What follows belongs to an exercise in optimizing a design on an open flow for a short achievable clock period and few clock cycles; a production flow would make more cautious choices.
Only simulation tests tie the RTL to the original design; equivalence was not proved.
Power is estimated from default activity; no workload was simulated.

**flow/constraint.sdc**
```tcl
create_clock -name core_clock -period 6.0 [get_ports {clk}]
set_input_delay 1.2000 -clock core_clock [delete_from_list [all_inputs] [get_ports {clk}]]
set_output_delay 1.2000 -clock core_clock [all_outputs]
set_load 0.01 [all_outputs]
```
**flow/run.sh**
```bash
#!/bin/bash
# synth_recipe.tcl (not shown) runs the flow's synth.tcl, then flattens the netlist and writes it again
# the make line also repeats each setting of config.mk as NAME=value (left out here)
make -C /OpenROAD-flow-scripts/flow DESIGN_CONFIG=/design/flow/config.mk WORK_HOME=/design/flow/orfs CLKGATE_MAP_FILE= SYNTH_SCRIPT=/design/flow/synth_recipe.tcl finish
```
**flow/design.v**
```verilog
module cache_nway #(
  parameter int WAYS      = 4,
  parameter int SETS      = 4,
  parameter int CNT_WIDTH = 16
) (
  input  logic                 clk,
  input  logic                 reset,
  input  logic                 mem_read,
  input  logic                 mem_write,
  input  logic [1:0]           mem_byte_enable,
  input  logic [15:0]          mem_address,
  input  logic [15:0]          mem_wdata,
  output logic [15:0]          mem_rdata,
  output logic                 mem_resp,
  output logic                 pmem_read,
  output logic                 pmem_write,
  output logic [15:0]          pmem_address,
  output logic [127:0]         pmem_wdata,
  input  logic [127:0]         pmem_rdata,
  input  logic                 pmem_resp,
  output logic [CNT_WIDTH-1:0] hit_count,
  output logic [CNT_WIDTH-1:0] miss_count
);
  localparam int WB = $clog2(WAYS);
  localparam int IB = $clog2(SETS);
  localparam int TB = 12 - IB;
  typedef enum logic [1:0] {S_IDLE, S_RESP, S_WRITEBACK, S_ALLOCATE} state_t;
  state_t               r_state;
  logic                 r_valid [WAYS][SETS];
  logic                 r_dirty [WAYS][SETS];
  logic [TB-1:0]        r_tag   [WAYS][SETS];
  logic [127:0]         r_data  [WAYS][SETS];
  logic [WAYS-2:0]      r_plru  [SETS];
  logic [WB-1:0]        r_way;
  logic [IB-1:0]        r_index;
  logic [15:0]          r_mem_rdata;
  logic                 r_mem_resp;
  logic                 r_pmem_read;
  logic                 r_pmem_write;
  logic [15:0]          r_pmem_address;
  logic [CNT_WIDTH-1:0] r_hit_count;
  logic [CNT_WIDTH-1:0] r_miss_count;
  logic [IB-1:0]   w_index;
  logic [TB-1:0]   w_tag;
  logic [2:0]      w_word;
  logic            w_req;
  logic            w_unused;
  logic [WAYS-1:0] w_way_hit;
  logic [WAYS-1:0] w_way_valid;
  logic            w_hit;
  logic [WB-1:0]   w_hit_way;
  logic [WB-1:0]   w_inv_way;
  logic            w_has_inv;
  logic [WB-1:0]   w_plru_way;
  logic [WB-1:0]   w_victim;
  logic [WAYS-2:0] w_plru_next;
  logic [127:0]    w_line;
  logic [15:0]     w_old_word;
  logic [15:0]     w_new_word;
  logic [127:0]    w_merged;
  assign w_index  = mem_address[4 +: IB];
  assign w_tag    = mem_address[15 -: TB];
  assign w_word   = mem_address[3:1];
  assign w_req    = mem_read | mem_write;
  assign w_unused = mem_address[0];
  for (genvar g = 0; g < WAYS; g++) begin : g_way
    assign w_way_valid[g] = r_valid[g][w_index];
    assign w_way_hit[g]   = r_valid[g][w_index] && (r_tag[g][w_index] == w_tag);
  end
  assign w_hit = |w_way_hit;
  always_comb begin
    w_hit_way = '0;
    w_inv_way = '0;
    w_has_inv = 1'b0;
    for (int w = WAYS - 1; w >= 0; w--) begin
      if (w_way_hit[w[WB-1:0]]) w_hit_way = w[WB-1:0];
      if (!w_way_valid[w[WB-1:0]]) begin
        w_has_inv = 1'b1;
        w_inv_way = w[WB-1:0];
      end
    end
  end
  always_comb begin
    logic [WB-1:0] node;
    node       = '0;
    w_plru_way = '0;
    for (int l = 0; l < WB; l++) begin
      w_plru_way = WB'({w_plru_way, r_plru[w_index][node]});
      node       = WB'(2 * node + 1 + r_plru[w_index][node]);
    end
  end
  always_comb begin
    logic [WB-1:0] node;
    logic [WB-1:0] way;
    node        = '0;
    way         = r_way;
    w_plru_next = r_plru[r_index];
    for (int l = 0; l < WB; l++) begin
      w_plru_next[node] = ~way[WB-1];
      node              = WB'(2 * node + 1 + way[WB-1]);
      way               = way << 1;
    end
  end
  assign w_victim = w_has_inv ? w_inv_way : w_plru_way;
  always_comb begin
    w_line     = r_data[w_hit_way][w_index];
    w_old_word = w_line[{w_word, 4'b0} +: 16];
    w_new_word = {mem_byte_enable[1] ? mem_wdata[15:8] : w_old_word[15:8],
                  mem_byte_enable[0] ? mem_wdata[7:0]  : w_old_word[7:0]};
    w_merged   = w_line;
    w_merged[{w_word, 4'b0} +: 16] = w_new_word;
  end
  always_ff @(posedge clk or negedge reset) begin
    if (!reset) begin
      r_state        <= S_IDLE;
      r_way          <= '0;
      r_index        <= '0;
      r_mem_rdata    <= '0;
      r_mem_resp     <= 1'b0;
      r_pmem_read    <= 1'b0;
      r_pmem_write   <= 1'b0;
      r_pmem_address <= '0;
      r_hit_count    <= '0;
      r_miss_count   <= '0;
      for (int s = 0; s < SETS; s++) begin
        r_plru[s[IB-1:0]] <= '0;
        for (int w = 0; w < WAYS; w++) begin
          r_valid[w[WB-1:0]][s[IB-1:0]] <= 1'b0;
          r_dirty[w[WB-1:0]][s[IB-1:0]] <= 1'b0;
        end
      end
    end else begin
      case (r_state)
        S_IDLE: begin
          if (w_req) begin
            r_index <= w_index;
            if (w_hit) begin
              r_way       <= w_hit_way;
              r_mem_rdata <= w_old_word;
              r_mem_resp  <= 1'b1;
              r_state     <= S_RESP;
              if (mem_write) r_dirty[w_hit_way][w_index] <= 1'b1;
            end else begin
              r_way <= w_victim;
              if (r_miss_count != '1) r_miss_count <= r_miss_count + 1'b1;
              if (w_way_valid[w_victim] && r_dirty[w_victim][w_index]) begin
                r_pmem_write   <= 1'b1;
                r_pmem_address <= {r_tag[w_victim][w_index], w_index, 4'b0};
                r_state        <= S_WRITEBACK;
              end else begin
                r_pmem_read    <= 1'b1;
                r_pmem_address <= {mem_address[15:4], 4'b0};
                r_state        <= S_ALLOCATE;
              end
            end
          end
        end
        S_RESP: begin
          r_mem_resp      <= 1'b0;
          r_plru[r_index] <= w_plru_next;
          if (r_hit_count != '1) r_hit_count <= r_hit_count + 1'b1;
          r_state         <= S_IDLE;
        end
        S_WRITEBACK: begin
          if (pmem_resp) begin
            r_pmem_write   <= 1'b0;
            r_pmem_read    <= 1'b1;
            r_pmem_address <= {mem_address[15:4], 4'b0};
            r_state        <= S_ALLOCATE;
          end
        end
        S_ALLOCATE: begin
          if (pmem_resp) begin
            r_pmem_read             <= 1'b0;
            r_valid[r_way][r_index] <= 1'b1;
            r_dirty[r_way][r_index] <= 1'b0;
            r_state                 <= S_IDLE;
          end
        end
        default: r_state <= S_IDLE;
      endcase
    end
  end
  always_ff @(posedge clk) begin
    if (r_state == S_ALLOCATE && pmem_resp) begin
      r_data[r_way][r_index] <= pmem_rdata;
      r_tag[r_way][r_index]  <= w_tag;
    end else if (r_state == S_IDLE && w_req && w_hit && mem_write) begin
      r_data[w_hit_way][w_index] <= w_merged;
    end
  end
  assign mem_rdata    = r_mem_rdata;
  assign mem_resp     = r_mem_resp;
  assign pmem_read    = r_pmem_read;
  assign pmem_write   = r_pmem_write;
  assign pmem_address = r_pmem_address;
  assign pmem_wdata   = r_data[r_way][r_index];
  assign hit_count    = r_hit_count;
  assign miss_count   = r_miss_count;
endmodule
```
**flow/config.mk**
```make
export PLATFORM = sky130hd
export DESIGN_NAME = cache_nway
export DESIGN_NICKNAME = cache_nway
export VERILOG_FILES = /design/flow/design.v
export SDC_FILE = /design/flow/constraint.sdc
export NUM_CORES = 4
export LEC_CHECK = 0
export CAP_MARGIN = 20
export CORE_MARGIN = 2
export CORE_UTILIZATION = 45
export PLACE_DENSITY = 0.6
export SLEW_MARGIN = 20
```
==> impl_metrics.env <==
export IMPL_run_status="complete, no violations"
export IMPL_cts_buffer_depth=3
export IMPL_post_route_cells_drive_above_1_share_pct=36.0
export IMPL_cellPowerDensity_nw_per_um2=361
export IMPL_hpwl_um=282000
export IMPL_synth_edff_count=2208
export IMPL_finished_core_util_pct=55.1
export IMPL_synthDistinctLibCells=95
export IMPL_synthArstFlopShare_pct=4.87
export IMPL_grt_max_degree=97
export IMPL_slew_headroom_pct=23.9
export IMPL_synth_yosys_warnings=4
export IMPL_gr_total_overflow=0
export IMPL_clock_fmax_mhz=173
export IMPL_synth_seq_area_share_pct=62.4
export IMPL_most_common_layout_cells="sky130_fd_sc_hd__edfxtp_1 (2,208), sky130_fd_sc_hd__mux4_2 (1,203), sky130_fd_sc_hd__buf_4 (655), sky130_fd_sc_hd__clkdlybuf4s50_1 (352), sky130_fd_sc_hd__buf_12 (280)"
export IMPL_postRouteWirelength_um=415000
export IMPL_worstHoldPathType="in2async"
export IMPL_ys_flop_type="sky130_fd_sc_hd__edfxtp_1"
export IMPL_fin_worst_skew_ps=105
export IMPL_number_of_antenna_violations_at_the_first_check_in_global_routing=30
export IMPL_critical_path_arrival_ps=6570
export IMPL_timing_critical_path_cells="clkdlybuf4s50_1 > buf_4 > xnor2_1 > buf_4 > and4_1 > o211ai_1 > o221ai_4 > buf_12 > a21o_1 > a31oi_1 > a211oi_1 > a31oi_2 > buf_12 > nor3b_1 > o22a_1 > buf_12"
export IMPL_setup_viol=0
export IMPL_slew_viol_final=0
export IMPL_timing_reg2reg_setup_slack_ps=540
export IMPL_cts_tree="done"
export IMPL_drt_drc_violations_left=0
export IMPL_track_usage_pct=33.0
export IMPL_dieHeight_um=500
export IMPL_cts_made_buffers=241
export IMPL_detailed_place_area_sq_um=127000
export IMPL_crit_path_max_fanout=20
export IMPL_power_ir_vdd_worst_mv=0.399
export IMPL_die_w_um=500
export IMPL_endpoint_kind="flop"
export IMPL_drtPass1Iterations=6
export IMPL_critical_path_startpoint="mem_address[13]"
export IMPL_synth_cell_area_sq_um=111000
export IMPL_startpoint_type="primary input"
export IMPL_numClockSinks=2321
export IMPL_vias=72700
export IMPL_synthesis_stage_register_bit_count=2321
export IMPL_place_port_buffers=356
export IMPL_dr_max_layer_used="met5"
export IMPL_nNetsFinal=7241
export IMPL_clock_tree_root_cell="sky130_fd_sc_hd__clkbuf_16"
export IMPL_total_leakage_power_nw=44.3
export IMPL_worst_path_largest_cell_delay_ps=770
export IMPL_detail_route_iter0_violations=10100
export IMPL_post_synth_cell_area_avg_sq_um=18.5
export IMPL_ioPinCount=362
export IMPL_gp_congestion=0.997
export IMPL_critical_path_top_cell_by_count="sky130_fd_sc_hd__buf_12"
export IMPL_drt_antenna_violating_nets=0
export IMPL_required_ps=6780
export IMPL_worstSkewPairLatency_ps=940
export IMPL_final_cycle_utilization_of_the_critical_path_pct=96.5
export IMPL_timing_worst_setup_path_type="in2reg"
export IMPL_coreArea_sq_um=245000
export IMPL_cts_post_setup_buffers_inserted=0
export IMPL_timing_final_hold_violations=0
export IMPL_beginning_of_the_worst_register_to_register_path="r_tag[9][7]$_DFFE_PP_"
export IMPL_grt_pass1_vias=70600
export IMPL_worst_r2r_path_depth=15
export IMPL_timing_rr_end="r_data[1][106]$_DFFE_PP_"
export IMPL_htreeDepth=4
export IMPL_cts_resized=0
export IMPL_crit_path_end="r_data[1][106]$_DFFE_PP_"
export IMPL_netlist_instances=5992
export IMPL_grt_pass1_wl_um=569000
export IMPL_detail_route_wirelength_met1_um=153000
export IMPL_grt_setup_unrepaired="false"
export IMPL_dr_wl_met3_um=47700
export IMPL_dieArea_sq_um=250000
export IMPL_cpMaxStageDelayCell="sky130_fd_sc_hd__nor3b_1"
export IMPL_finalWorstPathRequiredPeriod_ps=5790
export IMPL_power_mw=48.8
export IMPL_average_detailed_routed_wire_length_per_instance_um=39.5
export IMPL_rows=182
export IMPL_design_area_sq_um=135000
export IMPL_post_drt_via_cell_ratio=6.92
export IMPL_initial_core_util_pct=45.1
export IMPL_tightest_slew_ps=1140
export IMPL_route_met2_wl_um=185000
export IMPL_clkSlewWorstSetupHoldPaths_ps=60
export IMPL_layout_cells_most_common="sky130_fd_sc_hd__edfxtp_1"
export IMPL_number_of_buffers_added_to_fix_hold_violations_after_cts=0
export IMPL_maxCapViolations=0
export IMPL_flow_area_growth_from_synthesis_pct=22.1
## state kept, by name, indices dropped and copies added (netlist names)
signal and flops:
r_data 2048, r_dirty 16, r_hit_count 16, r_index 2, r_mem_rdata 16, r_mem_resp 1, r_miss_count 16, r_plru 12
r_pmem_address 12, r_pmem_read 1, r_pmem_write 1, r_state 2, r_tag 160, r_valid 16, r_way 2
## layout make-up
type | count | area, sq um
fill | 18800 | 110000
sequential | 2321 | 69100
multi-input combinational | 3170 | 39800
timing repair buffer | 1292 | 14100
clock buffer | 293 | 6270
tap | 3220 | 4030
clock inverter | 157 | 1650
inverter | 35 | 131
antenna | 17 | 42.5
## Yosys cell counts, types with 19 or more instances
cell / instances / area [sq um]
sky130_fd_sc_hd__buf_2: 79 / 395
sky130_fd_sc_hd__nor4_1: 49 / 307
sky130_fd_sc_hd__o31ai_1: 33 / 248
sky130_fd_sc_hd__o21ai_0: 223 / 1120
sky130_fd_sc_hd__a21oi_1: 177 / 886
sky130_fd_sc_hd__buf_1: 79 / 297
sky130_fd_sc_hd__o311ai_0: 19 / 166
sky130_fd_sc_hd__edfxtp_1: 2208 / 66300
sky130_fd_sc_hd__o211ai_1: 45 / 338
sky130_fd_sc_hd__o22ai_1: 42 / 263
sky130_fd_sc_hd__o22a_1: 43 / 377
sky130_fd_sc_hd__nand2b_1: 23 / 144
sky130_fd_sc_hd__o221ai_1: 30 / 263
sky130_fd_sc_hd__buf_4: 62 / 465
sky130_fd_sc_hd__dfrtp_1: 113 / 2830
sky130_fd_sc_hd__nand4_1: 29 / 181
sky130_fd_sc_hd__nand3_1: 60 / 300
sky130_fd_sc_hd__a21o_1: 71 / 533
sky130_fd_sc_hd__nand2_1: 232 / 871
sky130_fd_sc_hd__mux2i_1: 62 / 621
sky130_fd_sc_hd__o21a_1: 23 / 173
sky130_fd_sc_hd__or2_2: 20 / 125
sky130_fd_sc_hd__xnor2_1: 54 / 473
sky130_fd_sc_hd__clkbuf_1: 237 / 890
sky130_fd_sc_hd__and3_1: 20 / 125
sky130_fd_sc_hd__or3_1: 45 / 282
sky130_fd_sc_hd__inv_1: 34 / 128
sky130_fd_sc_hd__nor3_1: 79 / 395
sky130_fd_sc_hd__mux4_2: 1203 / 27100
sky130_fd_sc_hd__a211oi_1: 19 / 143
sky130_fd_sc_hd__a31oi_1: 36 / 225
sky130_fd_sc_hd__and2_1: 20 / 125
sky130_fd_sc_hd__nor2_1: 211 / 792
sky130_fd_sc_hd__o2bb2ai_1: 23 / 201
## layer usage
layer | vias to the layer above | GRT usage (%)
met5 | - | 0
met4 | 22 | 19.3
met3 | 936 | 8.59
met2 | 5030 | 48.5
met1 | 38800 | 44.6
li1 | 27900 | -
## metrics by stage
step | setup TNS, ps | cells | hold slack [ps] | worst slack (ps)
2_1_floorplan | -405850 | 5995 | 429 | -359
3_3_place_gp | -135580 | 10000 | 444 | -411
3_5_place_dp | -192180 | 10000 | 448 | -475
4_1_cts | 0 | 10500 | 316 | 388
5_1_grt | 0 | 10500 | 329 | 284
6_report | 0 | 10500 | 333 | 208
## how the worst min path moves through the flow
stage | startpoint | endpoint | depth (start not counted)
2_1_floorplan | r_valid[1]$_DFFE_PN0P_ | r_valid[1]$_DFFE_PN0P_ | 1
3_3_place_gp | r_valid[3]$_DFFE_PN0P_ | r_valid[3]$_DFFE_PN0P_ | 1
3_5_place_dp | r_valid[0]$_DFFE_PN0P_ | r_valid[0]$_DFFE_PN0P_ | 1
4_1_cts | reset | r_mem_rdata[11]$_DFFE_PN0P_ | 1
5_1_grt | reset | r_mem_rdata[11]$_DFFE_PN0P_ | 1
6_report | reset | r_mem_rdata[8]$_DFFE_PN0P_ | 1
## critical path: cells and delay by family
family / cells / cell delay [ps]
xor+xnor: 1 / 150
compound gates: 7 / 2290
buf+inv: 6 / 1820
simple gates: 2 / 1050
## kinds of logic after synthesis
group / after synthesis / share of synthesized area (%)
compound gates: 961 / 5.89
flops: 2321 / 62.4
fa+ha+maj: 13 / 0.147
other cells: 1 / 0.00339
buf+inv: 504 / 2.10
xor+xnor: 71 / 0.562
simple gates: 849 / 3.75
mux: 1272 / 25.1
## where the power goes
part	internal [mW]	leakage (nW)	total, mW	switching (mW)
Sequential	18.3	21.3	18.9	0.570
Clock	8.44	3.84	15.0	6.59
Combinational	7.32	19.2	14.8	7.51
Testbench counts, summed over its fixed seeds: cycles 106,480.

static timing again, ports no longer ideal:
Ports are ideal in the flow. The routed layout listed here was re-timed in OpenROAD. Step 1 sets driving cells, clkbuf_16 on the clock port and buf_2 on the other inputs (assumed; they add their load-dependent delay and slew). Step 2 adds t to the input delays and takes it off the output delays; t is the mean of the earliest and latest rising clock arrival at the registers after step 1. Input paths then give back, and output paths get back, about the clock's delay inside the block. Slacks: ideal / step 1 / step 2; pairs: ideal / step 1.
shift t [ns]: 0.984
setup slack, ns: 0.208 / 0.272 / -0.712
hold WS [ns]: 0.333 / 0.280 / 0.462
worst setup path after step 2: input to register
slew at the worst register clock pin (ns): 0.07 / 0.07
Met with ideal ports but missed after step 2: setup timing in this run. For this run, drivers alone change the setup slack by +0.064 ns; drivers and shift together by -0.920 ns.
